This design comes from an exercise in tuning for small area and a short achievable clock period on the open sky130 flow, not from production work. No activity file was given, so power comes from the tool's default toggle rates.

Setup of before:
Design dcache_dm, start of the top module:
module dcache_dm (
  input  logic        CLK,
  input  logic        nRST,
  input  logic        halt,
  input  logic        dmemREN,
  input  logic        dmemWEN,
  input  logic        datomic,
  input  logic [31:0] dmemaddr,
  input  logic [31:0] dmemstore,
  output logic        dhit,
  output logic [31:0] dmemload,
  output logic        dREN,
  output logic        dWEN,
  output logic [31:0] daddr,
  output logic [31:0] dstore,
  input  logic        dwait,
  input  logic [31:0] dload,
  output logic        flushed
);
  logic s_idle, s_wb0, s_wb1, s_ld0, s_ld1, s_flush, s_fwb0, s_fwb1, s_done, s_fl;
  logic [7:0]  valid, dirty;
  logic [25:0] tags   [8];
  logic [31:0] words0 [8];
  logic [31:0] words1 [8];
  logic [25:0] req_tag;
  logic [2:0]  req_idx;
  logic        req_off;
  logic        req, hit, miss, do_write;
  assign req_tag = dmemaddr[31:6];
  assign req_idx = dmemaddr[5:3];
  assign req_off = dmemaddr[2];
  assign req     = dmemREN | dmemWEN;
  logic [7:0]  fsel, rsel;
  logic        wsel_en;
  logic [2:0]  cnt;
  logic        roff;
  ...
Size in the first run: ~2400 cells after synthesis, ~200 I/O pins, about 31000 sq um of cells after synthesis.
==> module dcache_dm, before the edit <==
module dcache_dm (
  input  logic        CLK,
  input  logic        nRST,
  input  logic        halt,
  input  logic        dmemREN,
  input  logic        dmemWEN,
  input  logic        datomic,
  input  logic [31:0] dmemaddr,
  input  logic [31:0] dmemstore,
  output logic        dhit,
  output logic [31:0] dmemload,
  output logic        dREN,
  output logic        dWEN,
  output logic [31:0] daddr,
  output logic [31:0] dstore,
  input  logic        dwait,
  input  logic [31:0] dload,
  output logic        flushed
);
  logic s_idle, s_wb0, s_wb1, s_ld0, s_ld1, s_flush, s_fwb0, s_fwb1, s_done, s_fl;
  logic [7:0]  valid, dirty;
  logic [25:0] tags   [8];
  logic [31:0] words0 [8];
  logic [31:0] words1 [8];
  logic [25:0] req_tag;
  logic [2:0]  req_idx;
  logic        req_off;
  logic        req, hit, miss, do_write;
  assign req_tag = dmemaddr[31:6];
  assign req_idx = dmemaddr[5:3];
  assign req_off = dmemaddr[2];
  assign req     = dmemREN | dmemWEN;
  logic [7:0]  fsel, rsel;
  logic        wsel_en;
  logic [2:0]  cnt;
  logic        roff;
  logic [25:0] rtag;
  logic [31:0] rword;
  assign wsel_en = !(s_idle && dmemWEN);
  always_comb begin
    rtag  = '0;
    rword = '0;
    for (int i = 0; i < 8; i++) begin
      rsel[i] = fsel[i] | (!s_fl && req_idx == i);
      rtag    = rtag  | ({26{rsel[i]}} & tags[i]);
      rword   = rword | ({32{rsel[i] && wsel_en && !roff}} & words0[i]) |
                        ({32{rsel[i] && wsel_en &&  roff}} & words1[i]);
    end
  end
  assign cnt  = {|fsel[7:4], |{fsel[7:6], fsel[3:2]}, |{fsel[7], fsel[5], fsel[3], fsel[1]}};
  assign roff = s_idle ? req_off : (s_wb1 | s_fwb1);
  assign hit  = s_idle && req && valid[req_idx] && (rtag == req_tag);
  assign miss = s_idle && req && !hit && !halt;
  logic [31:0] link;
  logic        link_valid;
  logic        link_eq, sc_ok;
  assign link_eq  = (link == dmemaddr);
  assign sc_ok    = link_valid && link_eq;
  assign do_write = hit && dmemWEN && (!datomic || sc_ok);
  always_ff @(posedge CLK or negedge nRST) begin
    if (!nRST)                              link_valid <= 1'b0;
    else if (hit && !dmemWEN && datomic)    link_valid <= 1'b1;
    else if (do_write && link_eq)           link_valid <= 1'b0;
  end
  always_ff @(posedge CLK) begin
    if (hit && !dmemWEN && datomic) link <= dmemaddr;
  end
  logic fl_last, fl_clean;
  assign fl_last  = fsel[7];
  assign fl_clean = !(|(dirty & fsel));
  always_ff @(posedge CLK or negedge nRST) begin
    if (!nRST) begin
      s_idle  <= 1'b1;
      s_wb0   <= 1'b0;
      s_wb1   <= 1'b0;
      s_ld0   <= 1'b0;
      s_ld1   <= 1'b0;
      s_flush <= 1'b0;
      s_fwb0  <= 1'b0;
      s_fwb1  <= 1'b0;
      s_done  <= 1'b0;
      s_fl    <= 1'b0;
    end else begin
      s_idle  <= s_idle ? (!halt && !miss) : (s_ld1 && !dwait);
      s_wb0   <= (miss && dirty[req_idx]) || (s_wb0 && dwait);
      s_wb1   <= (s_wb0 && !dwait) || (s_wb1 && dwait);
      s_ld0   <= (miss && !dirty[req_idx]) || (s_wb1 && !dwait) || (s_ld0 && dwait);
      s_ld1   <= (s_ld0 && !dwait) || (s_ld1 && dwait);
      s_flush <= (s_idle && halt) || (s_flush && fl_clean && !fl_last) ||
                 (s_fwb1 && !dwait && !fl_last);
      s_fwb0  <= (s_flush && !fl_clean) || (s_fwb0 && dwait);
      s_fwb1  <= (s_fwb0 && !dwait) || (s_fwb1 && dwait);
      s_done  <= s_done || (s_flush && fl_clean && fl_last) || (s_fwb1 && !dwait && fl_last);
      s_fl    <= (s_idle && halt) || (s_flush && !(fl_clean && fl_last)) || s_fwb0 ||
                 (s_fwb1 && !(!dwait && fl_last));
    end
  end
  assign dhit     = hit;
  assign dmemload = {rword[31:1], rword[0] | (dmemWEN & datomic & sc_ok)};
  assign dstore   = rword;
  assign dREN     = s_ld0 | s_ld1;
  assign dWEN     = s_wb0 | s_wb1 | s_fwb0 | s_fwb1;
  assign daddr    = {rtag, (s_fl ? cnt : req_idx), (s_wb1 | s_ld1 | s_fwb1), 2'b00};
  assign flushed  = s_done;
  logic [31:0] wdata;
  logic        we0, we1, ld_done, tag_we;
  assign wdata   = s_idle ? dmemstore : dload;
  assign ld_done = s_ld1 && !dwait;
  assign we0     = (do_write && !req_off) || (s_ld0 && !dwait);
  assign we1     = (do_write &&  req_off) || ld_done;
  assign tag_we  = (s_idle && req && !dirty[req_idx]) || (s_wb1 && !dwait);
  always_ff @(posedge CLK) begin
    for (int i = 0; i < 8; i++) begin
      if (we0 && req_idx == i)    words0[i] <= wdata;
      if (we1 && req_idx == i)    words1[i] <= wdata;
      if (tag_we && req_idx == i) tags[i]   <= req_tag;
    end
  end
  always_ff @(posedge CLK or negedge nRST) begin
    if (!nRST) begin
      valid <= '0;
      dirty <= '0;
    end else begin
      for (int i = 0; i < 8; i++) begin
        if (ld_done && req_idx == i) begin
          valid[i] <= 1'b1;
          dirty[i] <= 1'b0;
        end else if (do_write && req_idx == i) begin
          dirty[i] <= 1'b1;
        end else if (s_fwb1 && !dwait && fsel[i]) begin
          dirty[i] <= 1'b0;
        end
      end
    end
  end
  always_ff @(posedge CLK or negedge nRST) begin
    if (!nRST) begin
      fsel <= '0;
    end else if (s_idle && halt) begin
      fsel <= 8'd1;
    end else if ((s_flush && fl_clean) || (s_fwb1 && !dwait)) begin
      fsel <= {fsel[6:0], 1'b0};
    end
  end
endmodule
==> flow/config.mk <==
export PLATFORM = sky130hd
export DESIGN_NAME = dcache_dm
export DESIGN_NICKNAME = dcache_dm
export VERILOG_FILES = /design/flow/design.v
export SDC_FILE = /design/flow/constraint.sdc
export NUM_CORES = 4
export LEC_CHECK = 0
export ABC_AREA = 1
export CAP_MARGIN = 20
export CORE_MARGIN = 2
export CORE_UTILIZATION = 60
export CTS_CLUSTER_DIAMETER = 80
export CTS_CLUSTER_SIZE = 30
export SETUP_SLACK_MARGIN = 2.0
export SLEW_MARGIN = 20
==> flow/constraint.sdc <==
create_clock -name core_clock -period 6.5 [get_ports {CLK}]
set_input_delay 1.3000 -clock core_clock [delete_from_list [all_inputs] [get_ports {CLK}]]
set_output_delay 1.3000 -clock core_clock [all_outputs]
set_load 0.01 [all_outputs]
standard.sh (not shown) runs the stock make flow with config.mk's settings and CLKGATE_MAP_FILE= SYNTH_SCRIPT=/design/flow/synth_recipe.tcl, a recipe that flattens the netlist after the stock synthesis.
==> flow/flow/run.sh <==
#!/bin/bash
# Standard layout, with the ports buffered by buf_4 cells instead of the default buffer
# and no dummy loads in the clock tree.
set -e
export BUFFER_PORTS_ARGS="-buffer_cell sky130_fd_sc_hd__buf_4"
export CTS_ARGS="-sink_clustering_enable -repair_clock_nets -sink_clustering_size 30 -sink_clustering_max_diameter 80 -dont_use_dummy_load"
bash standard.sh > standard_flow.log 2>&1
Setup changes, before to after
--- a/flow/design.v
+++ b/flow/design.v
@@ -29,24 +29,21 @@
   assign req_tag = dmemaddr[31:6];
   assign req_idx = dmemaddr[5:3];
   assign req_off = dmemaddr[2];
   assign req     = dmemREN | dmemWEN;
   logic [7:0]  fsel, rsel;
-  logic        wsel_en;
   logic [2:0]  cnt;
   logic        roff;
   logic [25:0] rtag;
   logic [31:0] rword;
-  assign wsel_en = !(s_idle && dmemWEN);
   always_comb begin
     rtag  = '0;
     rword = '0;
     for (int i = 0; i < 8; i++) begin
       rsel[i] = fsel[i] | (!s_fl && req_idx == i);
       rtag    = rtag  | ({26{rsel[i]}} & tags[i]);
-      rword   = rword | ({32{rsel[i] && wsel_en && !roff}} & words0[i]) |
-                        ({32{rsel[i] && wsel_en &&  roff}} & words1[i]);
+      rword   = rword | ({32{rsel[i] && !roff}} & words0[i]) | ({32{rsel[i] && roff}} & words1[i]);
     end
   end
   assign cnt  = {|fsel[7:4], |{fsel[7:6], fsel[3:2]}, |{fsel[7], fsel[5], fsel[3], fsel[1]}};
   assign roff = s_idle ? req_off : (s_wb1 | s_fwb1);
   assign hit  = s_idle && req && valid[req_idx] && (rtag == req_tag);
@@ -94,11 +91,11 @@
       s_fl    <= (s_idle && halt) || (s_flush && !(fl_clean && fl_last)) || s_fwb0 ||
                  (s_fwb1 && !(!dwait && fl_last));
     end
   end
   assign dhit     = hit;
-  assign dmemload = {rword[31:1], rword[0] | (dmemWEN & datomic & sc_ok)};
+  assign dmemload = dmemWEN ? {31'b0, datomic & sc_ok} : rword;
   assign dstore   = rword;
   assign dREN     = s_ld0 | s_ld1;
   assign dWEN     = s_wb0 | s_wb1 | s_fwb0 | s_fwb1;
   assign daddr    = {rtag, (s_fl ? cnt : req_idx), (s_wb1 | s_ld1 | s_fwb1), 2'b00};
   assign flushed  = s_done;
- [after vs before] multi-input gate area in the final layout: higher in after
- Width of the chip: after vs before — no meaningful difference
- Of after and before, after shows the higher delay of the slowest cell on the worst path, with before below it.
- On final routed wire length divided by cell count, after and before are neck and neck.
- Compared after vs before, and worst setup slack is up in after.
- Per the final summary, after finished and its layout is clean on timing, DRC and antenna.
- Side by side, final HPWL from detailed placement turned out higher in after than in before.
- As of after, clock-buffer cell count had fallen by a few percent compared to before.
- before → after: via count picked up an extra 254, combinational power share picked up an extra 2.4 points.
- The lower post-route core utilization came out of before.
- Share of the cycle needed by the critical path after routing in after is 0.54 points below before.
- Area growth from synthesis to layout (higher): after
- Summary of after over before: total power divided by cell area increased 8.6 nW/um^2; design area rose 250 sq um.
No run of this note included a check of the RTL's function; only the layout flow was run.

## static timing again, ports no longer ideal
The flow's constraints put no driver on any port. The routed layouts listed below were extracted and timed again, unchanged, in two steps. Step 1, drivers: a clkbuf_16 drives CLK and a buf_2 each remaining input, both assumed. Step 2 moves the port delays by t, midway between the first and last clock arrival at a register: inputs arrive t later, outputs are due t later. That takes back most of the time a late clock gives input paths. Three values: ideal, step 1, step 2; two values: the first two.
run | shift t [ns] | slack for setup (ns) | slew at the worst register clock pin (ns)
before | 0.643 | 1.811 / 1.751 / 1.448 | 0.11 / 0.11
after | 0.628 | 1.846 / 1.757 / 1.448 | 0.11 / 0.11
After both steps every run listed still meets setup and hold. The setup slack of after, which loses most, moves by -0.089 ns with the drivers and by -0.398 ns with both steps.
